From an optimization exercise on the open Yosys and OpenROAD flow, aimed at small area; shortcuts taken in it are not production practice.
In this exercise RTL edits were held to simulation tests only and were not proved equivalent to the original.
Power and IR drop assume default switching activity.

JK:
## intensity_reflector_cluster_detect
module intensity_reflector_cluster_detect
(
    input  logic        clk,
    input  logic        rst_n,
    input  logic        cfg_we,
    input  logic [2:0]  cfg_index,
    input  logic [22:0] cfg_data,
    input  logic        beam_valid,
    output logic        beam_stall,
    input  logic [15:0] beam_intensity,
    input  logic [15:0] beam_range_mm,
    input  logic        beam_range_finite,
    input  logic        beam_last,
    output logic        result_valid,
    input  logic        result_stall,
    output logic [19:0] result_center_index_q8,
    output logic [11:0] result_peak_index,
    output logic [11:0] result_start_index,
    output logic [11:0] result_end_index,
    output logic [15:0] result_peak_intensity,
    output logic [15:0] result_center_range_mm
);
Size: roughly 1600 cells after synthesis, ~350 flip-flops.
clock: 9.0 ns
lec_check: 0
cap_margin: 20
core_margin: 2
core_utilization: 40
cts_buf_list: sky130_fd_sc_hd__clkbuf_4
slew_margin: 20
run.sh (not shown) runs the stock make flow with config.mk's settings and CLKGATE_MAP_FILE= SYNTH_SCRIPT=/design/flow/synth_recipe.tcl, a recipe that flattens the netlist after the stock synthesis.
Inputs modified between JK and MS:
# JK
export LEC_CHECK = 0
export CAP_MARGIN = 20
export CORE_MARGIN = 2
export CORE_UTILIZATION = 40
export CTS_BUF_LIST = sky130_fd_sc_hd__clkbuf_4
export SLEW_MARGIN = 20
create_clock -name core_clock -period 9.0 [get_ports {clk}]
# MS
export LEC_CHECK = 0
export CAP_MARGIN = 20
export CORE_MARGIN = 2
export CORE_UTILIZATION = 40
export CTS_BUF_LIST = sky130_fd_sc_hd__clkbuf_8 sky130_fd_sc_hd__clkbuf_16
export CTS_CLUSTER_DIAMETER = 60
export CTS_CLUSTER_SIZE = 25
export SLEW_MARGIN = 20
create_clock -name core_clock -period 9.0 [get_ports {clk}]
==> flow/flow/run.sh (new file) <==
#!/bin/bash
# Own layout flow: the standard layout (standard.sh, unchanged synthesis
# and steps), with the port buffers made from the smallest buffer cell.
# Runs in the work folder; make's full output goes to flow_make.log there,
# and ORFS keeps each step's own log under orfs/logs.
set -uo pipefail
export BUFFER_PORTS_ARGS="-buffer_cell sky130_fd_sc_hd__buf_1"
bash standard.sh > flow_make.log 2>&1
==> flow/standard.sh (new file) <==
#!/bin/bash
# synth_recipe.tcl (not shown) runs the flow's synth.tcl, then flattens the netlist and writes it again
# the make line also repeats each setting of config.mk as NAME=value (left out here)
make -C /OpenROAD-flow-scripts/flow DESIGN_CONFIG=/design/flow/config.mk WORK_HOME=/design/flow/orfs CLKGATE_MAP_FILE= SYNTH_SCRIPT=/design/flow/synth_recipe.tcl "${@:-finish}"
removed: flow/run.sh
Notes after the runs:
Looking at utilization, MS sits 2.1 points lower than JK does.
Diff JK..MS | sequential power | negligible
Summary — synthesis-to-layout area growth, MS relative to JK: lower, by 5.1 points.
For JK, the end point of the critical path was far_q[10], unlike MS, where it was far_q[9].
What AL does differently from MS at the input level:
# MS
export LEC_CHECK = 0
export CAP_MARGIN = 20
export CORE_MARGIN = 2
export CORE_UTILIZATION = 40
export CTS_BUF_LIST = sky130_fd_sc_hd__clkbuf_8 sky130_fd_sc_hd__clkbuf_16
export CTS_CLUSTER_DIAMETER = 60
export CTS_CLUSTER_SIZE = 25
export SLEW_MARGIN = 20
create_clock -name core_clock -period 9.0 [get_ports {clk}]
# AL
export LEC_CHECK = 0
export CAP_MARGIN = 0
export CORE_MARGIN = 2
export CORE_UTILIZATION = 65
export CTS_BUF_LIST = sky130_fd_sc_hd__clkbuf_16
export CTS_CLUSTER_DIAMETER = 80
export CTS_CLUSTER_SIZE = 20
export SLEW_MARGIN = 0
create_clock -name core_clock -period 9.0 [get_ports {clk}]
--- outcome ---
- In AL relative to MS, final routed wirelength across all metal layers had gone down by a few percent.
- Higher total power was reported by MS, not AL.
- Per the comparison of AL with MS, number of cell instances on the worst register-to-register path picked up an extra about 4.3%; setup slack of the worst register-to-register path lost 400 ps; time the worst path needs with I/O delays and setup picked up an extra 400 ps.
- Between MS and AL, the arrival time of data at the critical path endpoint is lower for MS.
Changes in TR relative to AL:
# AL
export LEC_CHECK = 0
export CAP_MARGIN = 0
export CORE_MARGIN = 2
export CORE_UTILIZATION = 65
export CTS_BUF_LIST = sky130_fd_sc_hd__clkbuf_16
export CTS_CLUSTER_DIAMETER = 80
export CTS_CLUSTER_SIZE = 20
export SLEW_MARGIN = 0
create_clock -name core_clock -period 9.0 [get_ports {clk}]
# TR
export LEC_CHECK = 0
export CAP_MARGIN = 20
export CORE_MARGIN = 2
export CORE_UTILIZATION = 40
export SLEW_MARGIN = 20
create_clock -name core_clock -period 9.0 [get_ports {clk}]
--- outcome ---
Compared with AL, TR shows area of the die higher by 61%. TR consumes more power than AL does. AL has higher number of stages on the worst hold path than TR. The standard cells in TR occupy more silicon area than those in AL do. The maximum clock skew at final layout reported for TR is greater than that of AL by 29 ps. Taking AL as the reference point, the met3 capacity usage during global routing of TR falls by 2.2 points. The met3 wire length in TR is 0.78 times that in AL. Lower part of the power in the clock network was reported by AL, not TR. Setup WNS AL -> TR: better. Mean routed wirelength per cell, TR and AL, higher one = AL. The run with more routed wire is TR, not AL.

## what the ideal ports hide
How much do the figures lean on ideal ports? The routed layouts below were timed once more, with nothing changed but the port constraints.
Step 1: set_driving_cell puts a clkbuf_16 on clk and a buf_2 on each other input, an assumption about the parent block.
Step 2 adds t to the input delays and takes it off the output delays; t is the mean of the earliest and latest rising clock arrival at the registers after step 1. Input paths then give back, and output paths get back, about the clock's delay inside the block.
Slacks: no drivers / after step 1 / after step 2; pairs: no drivers / after step 1.
run | t (ns) | slack for setup (ns) | cell pins on the clock port's net
JK | 0.900 | 1.393 / 1.393 / 1.393 | 1
MS | 0.619 | 1.345 / 1.345 / 1.345 | 1
AL | 0.587 | 0.942 / 0.942 / 0.942 | 1
TR | 0.629 | 1.344 / 1.344 / 1.344 | 1
After both steps setup and hold are still met in every run listed.
